From an optimization exercise on the open Yosys and OpenROAD flow, aimed at small area, a short achievable clock period and few clock cycles; shortcuts taken in it are not production practice. Function was checked by simulation only, so behaviour that the tests miss may differ from the original. Power is estimated from default activity; no workload was simulated.

## run 1
==> flow/design.v (excerpt) <==
module matrix_saddle_point_count #(
  parameter int MAX_ROWS = 8,
  parameter int MAX_COLS = 8
) (
  input  logic                              clk_i,
  input  logic                              rst_ni,
  input  logic                              elem_valid_i,
  output logic                              elem_ready_o,
  input  logic signed [msp_pkg::DATA_W-1:0] elem_value_i,
  output logic                              count_valid_o,
  input  logic                              count_ready_i,
  output logic [msp_pkg::COUNT_W-1:0]       count_o,
  input  logic                              cfg_we_i,
  input  logic [msp_pkg::CFG_IDX_W-1:0]     cfg_idx_i,
  input  logic [msp_pkg::CFG_W-1:0]         cfg_data_i
);
  logic                       take, first_row, first_col, last_col, last, one_col;
  logic [msp_pkg::MAX_DIM-1:0] col_oh;
  logic                       last_a, cnt_valid_d;
  msp_ctrl u_ctrl (
    .clk_i         (clk_i),
    .rst_ni        (rst_ni),
    .in_valid_i    (elem_valid_i),
    .in_ready_o    (elem_ready_o),
    .cfg_we_i      (cfg_we_i),
    .cfg_idx_i     (cfg_idx_i),
    .cfg_data_i    (cfg_data_i),
    .last_a_i      (last_a),
    .cnt_valid_d_i (cnt_valid_d),
    .take_o        (take),
    .first_row_o   (first_row),
    .first_col_o   (first_col),
  ...
Size in the first run: ~55 I/O pins.
Settings: LEC_CHECK=0, CAP_MARGIN=20, CORE_MARGIN=2, CORE_UTILIZATION=35, CTS_CLUSTER_DIAMETER=80, CTS_CLUSTER_SIZE=30, PLACE_DENSITY=0.5, SETUP_SLACK_MARGIN=5, SLEW_MARGIN=20, SYNTH_MEMORY_MAX_BITS=16384; clock period 8.0 ns.
run.sh (not shown) runs the stock make flow with config.mk's settings and CLKGATE_MAP_FILE= SYNTH_SCRIPT=/design/flow/synth_recipe.tcl, a recipe that flattens the netlist after the stock synthesis.
Testbench counts of run 1, summed over its fixed seeds: cycles 3,948.
#### Input delta (run 2 over run 1)
==> flow/flow/run.sh (new file) <==
#!/bin/bash
set -euo pipefail
sed -e 's/SETUP_SLACK_MARGIN=[0-9.]*/SETUP_SLACK_MARGIN=5.3/' standard.sh > standard_tight.sh
bash standard_tight.sh > standard.log 2>&1
==> flow/standard.sh (new file) <==
#!/bin/bash
# synth_recipe.tcl (not shown) runs the flow's synth.tcl, then flattens the netlist and writes it again
# the make line also repeats each setting of config.mk as NAME=value (left out here)
make -C /OpenROAD-flow-scripts/flow DESIGN_CONFIG=/design/flow/config.mk WORK_HOME=/design/flow/orfs CLKGATE_MAP_FILE= SYNTH_SCRIPT=/design/flow/synth_recipe.tcl "${@:-finish}"
removed: flow/run.sh
Results
- On vias after detailed routing, run 2 and run 1 are neck and neck.
- Run 2 vs. run 1: net switching share of the total power rose by 0.50 points, worst reg-to-reg path cell count rose by 2, violation count after the first detailed-routing iteration fell by 4.9%.
- Diff run 1 -> run 2: post-cts repair resize count higher; area of all placed cells without fillers has increased; growth of design area from synthesis to finish higher; die area did not really move; shortest clock period the worst path allows after layout fell by 210 ps.
- Compared run 2 against run 1; clock network power consumption within noise.
- Run 2 reports a lower sequential share of layout area than run 1 does.
- Startpoint of the most critical setup path = u_datapath.a_col_q[6]$_DFF_P_: run 2; startpoint of the most critical setup path = u_datapath.a_col_q[2]$_DFF_P_: run 1
- Looking at cell with the largest stage delay on the worst path, the sky130_fd_sc_hd__o211ai_1 result is from run 1; the sky130_fd_sc_hd__dfxtp_4 one comes from run 2.
diff inputs: run 2 => run 3
==> flow/flow/run.sh <==
#!/bin/bash
set -euo pipefail
sed -e 's/SETUP_SLACK_MARGIN=[0-9.]*/SETUP_SLACK_MARGIN=5.5/' standard.sh > standard_tight.sh
bash standard_tight.sh > standard.log 2>&1
-- flow/config.mk --
<<< run 2, line 10
export CORE_UTILIZATION = 35
export CTS_CLUSTER_DIAMETER = 80
export CTS_CLUSTER_SIZE = 30
export PLACE_DENSITY = 0.5
>>> run 3, line 10
export CORE_UTILIZATION = 35
export PLACE_DENSITY = 0.5
Findings:
Run 3 — areal power density over the cells 10% higher, run 2 as reference. The total power of run 3 is higher than that of run 2. Comparing the two runs side by side, run 3 comes out behind run 2 on hold slack. When the final numbers for run 2 and run 3 were put side by side, the final period demand of the worst path turned out to be smaller in run 3. In the tables for run 2 and run 3, sequential power share reads lower with run 3. Compared with run 2, run 3 shows a fraction of power consumed by the clock network that is 9.5 points higher. On logic depth of the worst register-to-register path, the higher figure sits with run 2, not run 3.

* * *

run A:
Another version of the RTL of matrix_saddle_point_count (not shown whole).
For scale: about 710 flip-flops, roughly 55 I/O pins, roughly 0.027 mm² of cells after synthesis.
export LEC_CHECK = 0
export CAP_MARGIN = 20
export CORE_MARGIN = 2
export CORE_UTILIZATION = 45
export CTS_CLUSTER_DIAMETER = 80
export CTS_CLUSTER_SIZE = 30
export PLACE_DENSITY = 0.6
export SETUP_SLACK_MARGIN = 5
export SLEW_MARGIN = 20
export SYNTH_MEMORY_MAX_BITS = 16384
create_clock -name core_clock -period 8.0 [get_ports {clk_i}]
standard.sh (not shown) runs the stock make flow with config.mk's settings and CLKGATE_MAP_FILE= SYNTH_SCRIPT=/design/flow/synth_recipe.tcl, a recipe that flattens the netlist after the stock synthesis.
==> flow/flow/run.sh <==
#!/bin/bash
set -euo pipefail
sed -e 's/SETUP_SLACK_MARGIN=[0-9.]*/SETUP_SLACK_MARGIN=5.3/' standard.sh > standard_tight.sh
bash standard_tight.sh > standard.log 2>&1
The final layout from run A, which completed every stage, passed the timing, DRC and antenna checks at the end of the flow.
Testbench counts of run A, summed over its fixed seeds: cycles 3,948.
> inputs changed (run A -> run B)
Settings: swapping 0.6 for 0.5 in PLACE_DENSITY; swapping 45 for 35 in CORE_UTILIZATION.
==> flow/flow/run.sh <==
#!/bin/bash
set -euo pipefail
sed -e 's/SETUP_SLACK_MARGIN=[0-9.]*/SETUP_SLACK_MARGIN=5.3/' \
    -e 's|"\${@:-finish}"|BUFFER_PORTS_ARGS="-buffer_cell sky130_fd_sc_hd__buf_2" "\${@:-finish}"|' standard.sh > standard_tight.sh
bash standard_tight.sh > standard.log 2>&1
Findings:
Run B finished end to end and its layout was clean on timing, DRC and antenna.
Setup slack in run B is larger than in run A.
Compared with run A, run B shows a lower starting density of the core.
Reg2reg setup slack was higher in run A than in run B.
When run B is measured against run A, its number of levels the H-tree was split into turns out 1 higher.
Core outline area: run B worse than run A
Compared with run A, run B shows final wirelength higher by about 5%.
Going from run A to run B, power dissipated by switching net loads went up about 6.5%; post-layout utilization of the core saw a decrease; proportion of power drawn by combinational gates went down; overall power went up about 5.5%.
The following lists how run C was set up differently from run B:
==> flow/flow/run.sh <==
#!/bin/bash
set -euo pipefail
sed -e 's/SETUP_SLACK_MARGIN=[0-9.]*/SETUP_SLACK_MARGIN=5.4/' standard.sh > standard_tight.sh
bash standard_tight.sh > standard.log 2>&1
--- outcome ---
Compared with run B, in run C power dissipated by switching net loads increased by 2.8% relative to the old numbers, worst path setup slack after routing closely matched the old numbers, part of the power in combinational logic increased by 0.3 points relative to the old numbers. Run C reports its endpoint of the most critical setup path as count_o[1] while run B reports count_valid_o. Compared with run B, run C shows internal portion of total power that has gone up slightly. Run C against run B: static leakage now larger, worst stage delay on the critical path comparable, detailed-router iteration count before antenna repair now larger, non-clock buffer count now larger, full die area comparable. Any difference in insertion delay of the later-clocked pin in the worst-skew pair between run B and run C is small enough to ignore.

==> separate check: timing with driven ports <==
The results above use ideal ports. As a check the final layouts listed here were re-extracted and re-timed, cells and wires unchanged. Step 1 assumes that a clkbuf_16 drives the clock port and a buf_2 every other input. Step 2 adds t to the input delays and takes it off the output delays; t is the mean of the earliest and latest rising clock arrival at the registers after step 1. Input paths then give back, and output paths get back, about the clock's delay inside the block. Slacks: ideal / step 1 / step 2; pairs: ideal / step 1.
| run | t (ns) | setup WS [ns] | worst setup path at the end | worst data-port slew with drivers (ns) | cell pins on the clock port's net |
|---|---|---|---|---|---|
| run 1 | 0.667 | 4.965 / 4.965 / 4.536 | input to register | 0.05 | 1 |
| run 2 | 0.666 | 5.170 / 5.170 / 4.801 | input to register | 0.05 | 1 |
| run 3 | 0.683 | 5.254 / 5.191 / 4.905 | input to register | 0.07 | 1 |
| run A | 0.684 | 5.236 / 5.176 / 4.789 | input to register | 0.07 | 1 |
| run B | 0.645 | 5.282 / 5.225 / 5.052 | input to register | 0.04 | 1 |
| run C | 0.655 | 5.284 / 5.221 / 4.834 | input to register | 0.05 | 1 |
After both steps setup and hold are still met in every run listed. For run C, which loses most, drivers alone change the setup slack by -0.063 ns; drivers and shift together by -0.450 ns.
